Context: an optimization exercise on an open-source flow, tuned for small area and a short achievable clock period. The choices shown serve that exercise and are no tape-out recipe. RTL that was checked went through simulation tests only; none was proved equivalent to the original.

== the previous run ==
==> flow/design.v <==
module chunk_fifo #(
   parameter int DEPTH = 8,
   parameter int DW    = 256
) (
   input  logic          clk,
   input  logic          reset,
   input  logic          bus_val,
   input  logic          bus_sop,
   input  logic          bus_eop,
   input  logic [5:0]    bus_vbc,
   input  logic [DW-1:0] bus_data,
   output logic          bus_ready,
   output logic          bus_o_val,
   output logic          bus_o_sop,
   output logic          bus_o_eop,
   output logic [5:0]    bus_o_vbc,
   output logic [DW-1:0] bus_o_data,
   input  logic          bus_o_ready,
   output logic          idle,
   output logic          err,
   output logic [15:0]   pkt_cnt
);
   localparam int MD = DEPTH - 1;           
   localparam int EW = DW + 8;
   localparam logic S_IDLE   = 1'b0;
   localparam logic S_IN_PKT = 1'b1;
   logic [MD-1:0][EW-1:0] mem_q;
   logic [EW-1:0]         head_q, head_d, wr_entry;
   logic [MD-1:0]         wr_oh_q, wr_oh_d;       
   logic [MD-1:0]         rd_oh_q, rd_oh_d;       
   logic [MD-1:0]         mem_we_q, mem_we_d;     
   logic [MD-1:0]         mcnt_q, mcnt_d;         
   logic                  valid_q, valid_d;       
   logic                  ready_q, ready_d;
   logic                  wr_idle_q, wr_idle_d;   
   logic                  wr_inpkt_q, wr_inpkt_d; 
   logic                  idle_q, idle_d;
   logic                  state_q, state_d;
   logic                  err_q, err_d;
   logic [15:0]           pkt_cnt_q, pkt_cnt_d;
   logic accept, good, push, push_n, pop, refill, to_mem;
   logic [MD-1:0] we_if_mem, we_if_not;     
   logic [MD-1:0] cnt_if_mem, cnt_if_not;
   logic          rdy_if_mem, rdy_if_not;
   assign bus_ready  = ready_q;
   assign bus_o_val  = valid_q;
   assign bus_o_sop  = head_q[DW+7];
   assign bus_o_eop  = head_q[DW+6];
   assign bus_o_vbc  = head_q[DW+5:DW];
   assign bus_o_data = head_q[DW-1:0];
   assign idle       = idle_q;
   assign err        = err_q;
   assign pkt_cnt    = pkt_cnt_q;
   assign wr_entry = {bus_sop, bus_eop, bus_vbc, bus_data};
   chunk_fifo_wr_check u_check (
      .bus_val    (bus_val),
      .bus_sop    (bus_sop),
      .bus_eop    (bus_eop),
      .bus_vbc    (bus_vbc),
      .wr_idle_q  (wr_idle_q),
      .wr_inpkt_q (wr_inpkt_q),
      .good       (good),
      .push_n     (push_n)
   );
   assign push = ~push_n;
   always_comb begin
      accept = bus_val & ready_q;
      pop    = valid_q & bus_o_ready;
      refill = bus_o_ready & mcnt_q[0];
      to_mem = push & valid_q & (~bus_o_ready | mcnt_q[0]);
   end
   always_comb begin
      state_d = state_q;
      err_d   = 1'b0;
      if (accept) begin
         if (~good) begin
            state_d = S_IDLE;
            err_d   = 1'b1;
         end else begin
            state_d = bus_eop ? S_IDLE : S_IN_PKT;
         end
      end
   end
   always_comb begin
      cnt_if_mem = refill ? mcnt_q : {mcnt_q[MD-2:0], 1'b1};
      cnt_if_not = refill ? {1'b0, mcnt_q[MD-1:1]} : mcnt_q;
      we_if_mem  = {wr_oh_q[MD-2:0], wr_oh_q[MD-1]} & {MD{~cnt_if_mem[MD-1]}};
      we_if_not  = wr_oh_q & {MD{~cnt_if_not[MD-1]}};
      rdy_if_mem = ~cnt_if_mem[MD-1];
      rdy_if_not = ~(valid_q & cnt_if_not[MD-1]);
      wr_oh_d    = to_mem ? {wr_oh_q[MD-2:0], wr_oh_q[MD-1]} : wr_oh_q;
      rd_oh_d    = refill ? {rd_oh_q[MD-2:0], rd_oh_q[MD-1]} : rd_oh_q;
      mcnt_d     = to_mem ? cnt_if_mem : cnt_if_not;
      mem_we_d   = to_mem ? we_if_mem : we_if_not;
      ready_d    = to_mem ? rdy_if_mem : rdy_if_not;
      valid_d    = valid_q ? (~bus_o_ready | mcnt_q[0] | push) : push;
      idle_d     = ~valid_d & (state_d == S_IDLE);
      wr_idle_d  = ready_d & (state_d == S_IDLE);
      wr_inpkt_d = ready_d & (state_d == S_IN_PKT);
      pkt_cnt_d  = pkt_cnt_q;
      if (pop && head_q[DW+6] && (pkt_cnt_q != 16'hFFFF)) begin
         pkt_cnt_d = pkt_cnt_q + 16'd1;
      end
   end
   localparam int NS = 12;
   localparam int SW = (EW + NS - 1) / NS;
   for (genvar s = 0; s < NS; s++) begin : g_head
      localparam int LO = s * SW;
      localparam int W  = (LO + SW <= EW) ? SW : EW - LO;
      logic [MD*W-1:0] mem_s;
      for (genvar i = 0; i < MD; i++) begin : g_m
         assign mem_s[i*W +: W] = mem_q[i][LO +: W];
      end
      chunk_fifo_head_slice #(.W(W), .MD(MD)) u_slice (
         .reset       (reset),
         .push_n      (push_n),
         .bus_o_ready (bus_o_ready),
         .valid_q     (valid_q),
         .mem_ne_q    (mcnt_q[0]),
         .rd_oh_q     (rd_oh_q),
         .head_q      (head_q[LO +: W]),
         .mem_q       (mem_s),
         .wr_data     (wr_entry[LO +: W]),
         .head_d      (head_d[LO +: W])
      );
   end
   always_ff @(posedge clk) begin
      if (reset) begin
         wr_oh_q    <= MD'(1);
         rd_oh_q    <= MD'(1);
         mem_we_q   <= MD'(1);
         mcnt_q     <= '0;
         valid_q    <= 1'b0;
         ready_q    <= 1'b1;
         wr_idle_q  <= 1'b1;
         wr_inpkt_q <= 1'b0;
         idle_q     <= 1'b1;
         state_q    <= S_IDLE;
         err_q      <= 1'b0;
         pkt_cnt_q  <= '0;
      end else begin
         wr_oh_q    <= wr_oh_d;
         rd_oh_q    <= rd_oh_d;
         mem_we_q   <= mem_we_d;
         mcnt_q     <= mcnt_d;
         valid_q    <= valid_d;
         ready_q    <= ready_d;
         wr_idle_q  <= wr_idle_d;
         wr_inpkt_q <= wr_inpkt_d;
         idle_q     <= idle_d;
         state_q    <= state_d;
         err_q      <= err_d;
         pkt_cnt_q  <= pkt_cnt_d;
      end
   end
   always_ff @(posedge clk) begin
      head_q <= head_d;
   end
   always_ff @(posedge clk) begin
      for (int i = 0; i < MD; i++) begin
         if (mem_we_q[i]) mem_q[i] <= wr_entry;
      end
   end
endmodule
module chunk_fifo_wr_check (
   input  logic       bus_val,
   input  logic       bus_sop,
   input  logic       bus_eop,
   input  logic [5:0] bus_vbc,
   input  logic       wr_idle_q,
   input  logic       wr_inpkt_q,
   output logic       good,
   output logic       push_n
);
   logic lo_z0, lo_z1, lo_nz, vbc5_n, sop_n, g32_n, gsmall_n, vbc_bad, frame_n;
   chunk_fifo_g_nor3  u_z0 (.a(bus_vbc[0]), .b(bus_vbc[1]), .c(bus_vbc[2]), .y(lo_z0));
   chunk_fifo_g_nor2  u_z1 (.a(bus_vbc[3]), .b(bus_vbc[4]), .y(lo_z1));
   chunk_fifo_g_nand2 u_nz (.a(lo_z0), .b(lo_z1), .y(lo_nz));
   chunk_fifo_g_inv   u_i5 (.a(bus_vbc[5]), .y(vbc5_n));
   chunk_fifo_g_inv   u_is (.a(bus_sop), .y(sop_n));
   chunk_fifo_nand3   u_g32 (.a(bus_vbc[5]), .b(lo_z0), .c(lo_z1), .y(g32_n));
   chunk_fifo_nand3   u_gsm (.a(vbc5_n), .b(bus_eop), .c(lo_nz), .y(gsmall_n));
   chunk_fifo_g_and2  u_bad (.a(g32_n), .b(gsmall_n), .y(vbc_bad));
   chunk_fifo_g_a22oi u_fr (.a1(bus_sop), .a2(wr_idle_q), .b1(sop_n), .b2(wr_inpkt_q), .y(frame_n));
   chunk_fifo_g_nor2  u_good (.a(vbc_bad), .b(frame_n), .y(good));
   chunk_fifo_g_nand2 u_push (.a(bus_val), .b(good), .y(push_n));
endmodule
module chunk_fifo_head_slice #(
   parameter int W  = 22,
   parameter int MD = 7
) (
   input  logic            reset,
   input  logic            push_n,
   input  logic            bus_o_ready,
   input  logic            valid_q,
   input  logic            mem_ne_q,
   input  logic [MD-1:0]   rd_oh_q,
   input  logic [W-1:0]    head_q,
   input  logic [MD*W-1:0] mem_q,
   input  logic [W-1:0]    wr_data,
   output logic [W-1:0]    head_d
);
   logic sel_hold, sel_bus, head_busy;
   logic [MD-1:0] sel_mem;
   always_comb begin
      sel_hold = ~reset & valid_q & ~bus_o_ready;
      sel_mem  = {MD{~reset & bus_o_ready & mem_ne_q}} & rd_oh_q;
      head_busy = ~(~valid_q | (bus_o_ready & ~mem_ne_q));
   end
   chunk_fifo_g_nor3 u_sel_bus (.a(reset), .b(push_n), .c(head_busy), .y(sel_bus));
   for (genvar b = 0; b < W; b++) begin : g_bit
      logic [2:0] t;
      chunk_fifo_aoi222 u_t0 (
         .a1(sel_hold),   .b1(head_q[b]),
         .a2(sel_mem[0]), .b2(mem_q[0*W + b]),
         .a3(sel_mem[1]), .b3(mem_q[1*W + b]),
         .y (t[0])
      );
      chunk_fifo_aoi222 u_t1 (
         .a1(sel_mem[2]), .b1(mem_q[2*W + b]),
         .a2(sel_mem[3]), .b2(mem_q[3*W + b]),
         .a3(sel_mem[4]), .b3(mem_q[4*W + b]),
         .y (t[1])
      );
      chunk_fifo_aoi222 u_t2 (
         .a1(sel_mem[5]), .b1(mem_q[5*W + b]),
         .a2(sel_mem[6]), .b2(mem_q[6*W + b]),
         .a3(sel_bus),    .b3(wr_data[b]),
         .y (t[2])
      );
      chunk_fifo_nand3 u_or (.a(t[0]), .b(t[1]), .c(t[2]), .y(head_d[b]));
   end
endmodule
module chunk_fifo_aoi222 (
   input  logic a1, b1, a2, b2, a3, b3,
   output logic y
);
   assign y = ~((a1 & b1) | (a2 & b2) | (a3 & b3));
endmodule
module chunk_fifo_nand3 (
   input  logic a, b, c,
   output logic y
);
   assign y = ~(a & b & c);
endmodule
module chunk_fifo_g_inv (input logic a, output logic y);
   assign y = ~a;
endmodule
module chunk_fifo_g_nand2 (input logic a, b, output logic y);
   assign y = ~(a & b);
endmodule
module chunk_fifo_g_nor2 (input logic a, b, output logic y);
   assign y = ~(a | b);
endmodule
module chunk_fifo_g_nor3 (input logic a, b, c, output logic y);
   assign y = ~(a | b | c);
endmodule
module chunk_fifo_g_and2 (input logic a, b, output logic y);
   assign y = a & b;
endmodule
module chunk_fifo_g_a22oi (input logic a1, a2, b1, b2, output logic y);
   assign y = ~((a1 & a2) | (b1 & b2));
endmodule
==> flow/config.mk <==
export PLATFORM = sky130hd
export DESIGN_NAME = chunk_fifo
export DESIGN_NICKNAME = chunk_fifo
export VERILOG_FILES = /design/flow/design.v
export SDC_FILE = /design/flow/constraint.sdc
export NUM_CORES = 4
export LEC_CHECK = 0
export CAP_MARGIN = 20
export CORE_MARGIN = 2
export CORE_UTILIZATION = 65
export CTS_CLUSTER_DIAMETER = 150
export CTS_CLUSTER_SIZE = 30
export PLACE_DENSITY = 0.72
export SETUP_SLACK_MARGIN = 2.0
export SLEW_MARGIN = 20
export SYNTH_HIERARCHICAL = 1
export SYNTH_MINIMUM_KEEP_SIZE = 0
==> flow/constraint.sdc <==
create_clock -name core_clock -period 4.2 [get_ports {clk}]
set_input_delay 0.8400 -clock core_clock [delete_from_list [all_inputs] [get_ports {clk}]]
set_output_delay 0.8400 -clock core_clock [all_outputs]
set_load 0.01 [all_outputs]
standard.sh (not shown) runs the stock make flow with config.mk's settings and CLKGATE_MAP_FILE= SYNTH_SCRIPT=/design/flow/synth_recipe.tcl, a recipe that flattens the netlist after the stock synthesis.
==> flow/flow/run.sh <==
#!/bin/bash
# Standard ORFS layout (the standard.sh, unchanged synthesis), except that the port
# buffers are sky130_fd_sc_hd__buf_1 instead of the delay-cell buffer buffer_ports picks
# by default. Every make/OpenROAD/Yosys log stays under orfs/logs; make's own output goes
# to flow_make.log in this folder.
set -euo pipefail
bash standard.sh "BUFFER_PORTS_ARGS=-buffer_cell sky130_fd_sc_hd__buf_1" finish > flow_make.log 2>&1
Here is what was changed in the inputs of the current run compared with the previous run.
--- a/flow/design.v
+++ b/flow/design.v
@@ -23,9 +23,10 @@
    localparam int MD = DEPTH - 1;           
    localparam int EW = DW + 8;
    localparam logic S_IDLE   = 1'b0;
    localparam logic S_IN_PKT = 1'b1;
-   logic [MD-1:0][EW-1:0] mem_q;
+   logic [MD-1:0][EW-2:0] mem_q;
+   logic [MD-1:0][EW-1:0] mem_view;
    logic [EW-1:0]         head_q, head_d, wr_entry;
    logic [MD-1:0]         wr_oh_q, wr_oh_d;       
    logic [MD-1:0]         rd_oh_q, rd_oh_d;       
    logic [MD-1:0]         mem_we_q, mem_we_d;     
@@ -101,16 +102,16 @@
       if (pop && head_q[DW+6] && (pkt_cnt_q != 16'hFFFF)) begin
          pkt_cnt_d = pkt_cnt_q + 16'd1;
       end
    end
-   localparam int NS = 12;
+   localparam int NS = 6;
    localparam int SW = (EW + NS - 1) / NS;
    for (genvar s = 0; s < NS; s++) begin : g_head
       localparam int LO = s * SW;
       localparam int W  = (LO + SW <= EW) ? SW : EW - LO;
       logic [MD*W-1:0] mem_s;
       for (genvar i = 0; i < MD; i++) begin : g_m
-         assign mem_s[i*W +: W] = mem_q[i][LO +: W];
+         assign mem_s[i*W +: W] = mem_view[i][LO +: W];
       end
       chunk_fifo_head_slice #(.W(W), .MD(MD)) u_slice (
          .reset       (reset),
          .push_n      (push_n),
@@ -157,10 +158,13 @@
       head_q <= head_d;
    end
    always_ff @(posedge clk) begin
       for (int i = 0; i < MD; i++) begin
-         if (mem_we_q[i]) mem_q[i] <= wr_entry;
-      end
+         if (mem_we_q[i]) mem_q[i] <= {wr_entry[EW-1:DW+6], wr_entry[DW+4:0]};
+      end
+   end
+   for (genvar i = 0; i < MD; i++) begin : g_view
+      assign mem_view[i] = {mem_q[i][EW-2:DW+5], (mem_q[i][DW+4:DW] == 5'd0), mem_q[i][DW+4:0]};
    end
 endmodule
 module chunk_fifo_wr_check (
    input  logic       bus_val,
==> notes.md <==
Routed wire length ends up lower on the current run. Per the comparison of the current run with the previous run, post-route worst setup slack has decreased; number of detailed-route iterations in the first pass has decreased; met3 routed wirelength has decreased; design area has decreased; clock transition time at the flip-flop clock pins of the worst setup and hold paths has remained practically unchanged. Looking at worst setup path endpoint, the head_q[136] result is from the previous run; the bus_o_val one comes from the current run. Compared with the previous run, in the current run number of sequential cells fell 7, global-route usage lower, wire length of the first global-routing pass shows a reduction of 3.3 mm.
No functional check of the RTL was part of the current run.

-- afterwards: timing with drivers on the ports --
The flow's constraints put no driver on any port. The routed layouts listed below were extracted and timed again, unchanged, in two steps.
Step 1 (the two cells are an assumption about what drives the block):
set clk [get_ports {clk}]
set_driving_cell -lib_cell sky130_fd_sc_hd__clkbuf_16 $clk
set_driving_cell -lib_cell sky130_fd_sc_hd__buf_2 [delete_from_list [all_inputs] $clk]
Step 2 times the ports against the registers' clock, not the clock port: input delays grow and output delays shrink by t, the midpoint of the rising clock arrivals with the driver on.
Slacks: no drivers / after step 1 / after step 2; pairs: no drivers / after step 1.
run	t (ns)	setup WS [ns]	worst setup path after step 2	cell pins on the clock port's net
the previous run	0.784	2.028 / 1.953 / 1.258	input to register	1
the current run	0.778	1.984 / 1.908 / 1.196	input to register	1
After both steps every run listed still meets setup and hold. The setup slack of the current run, which loses most, moves by -0.076 ns with the drivers and by -0.788 ns with both steps.
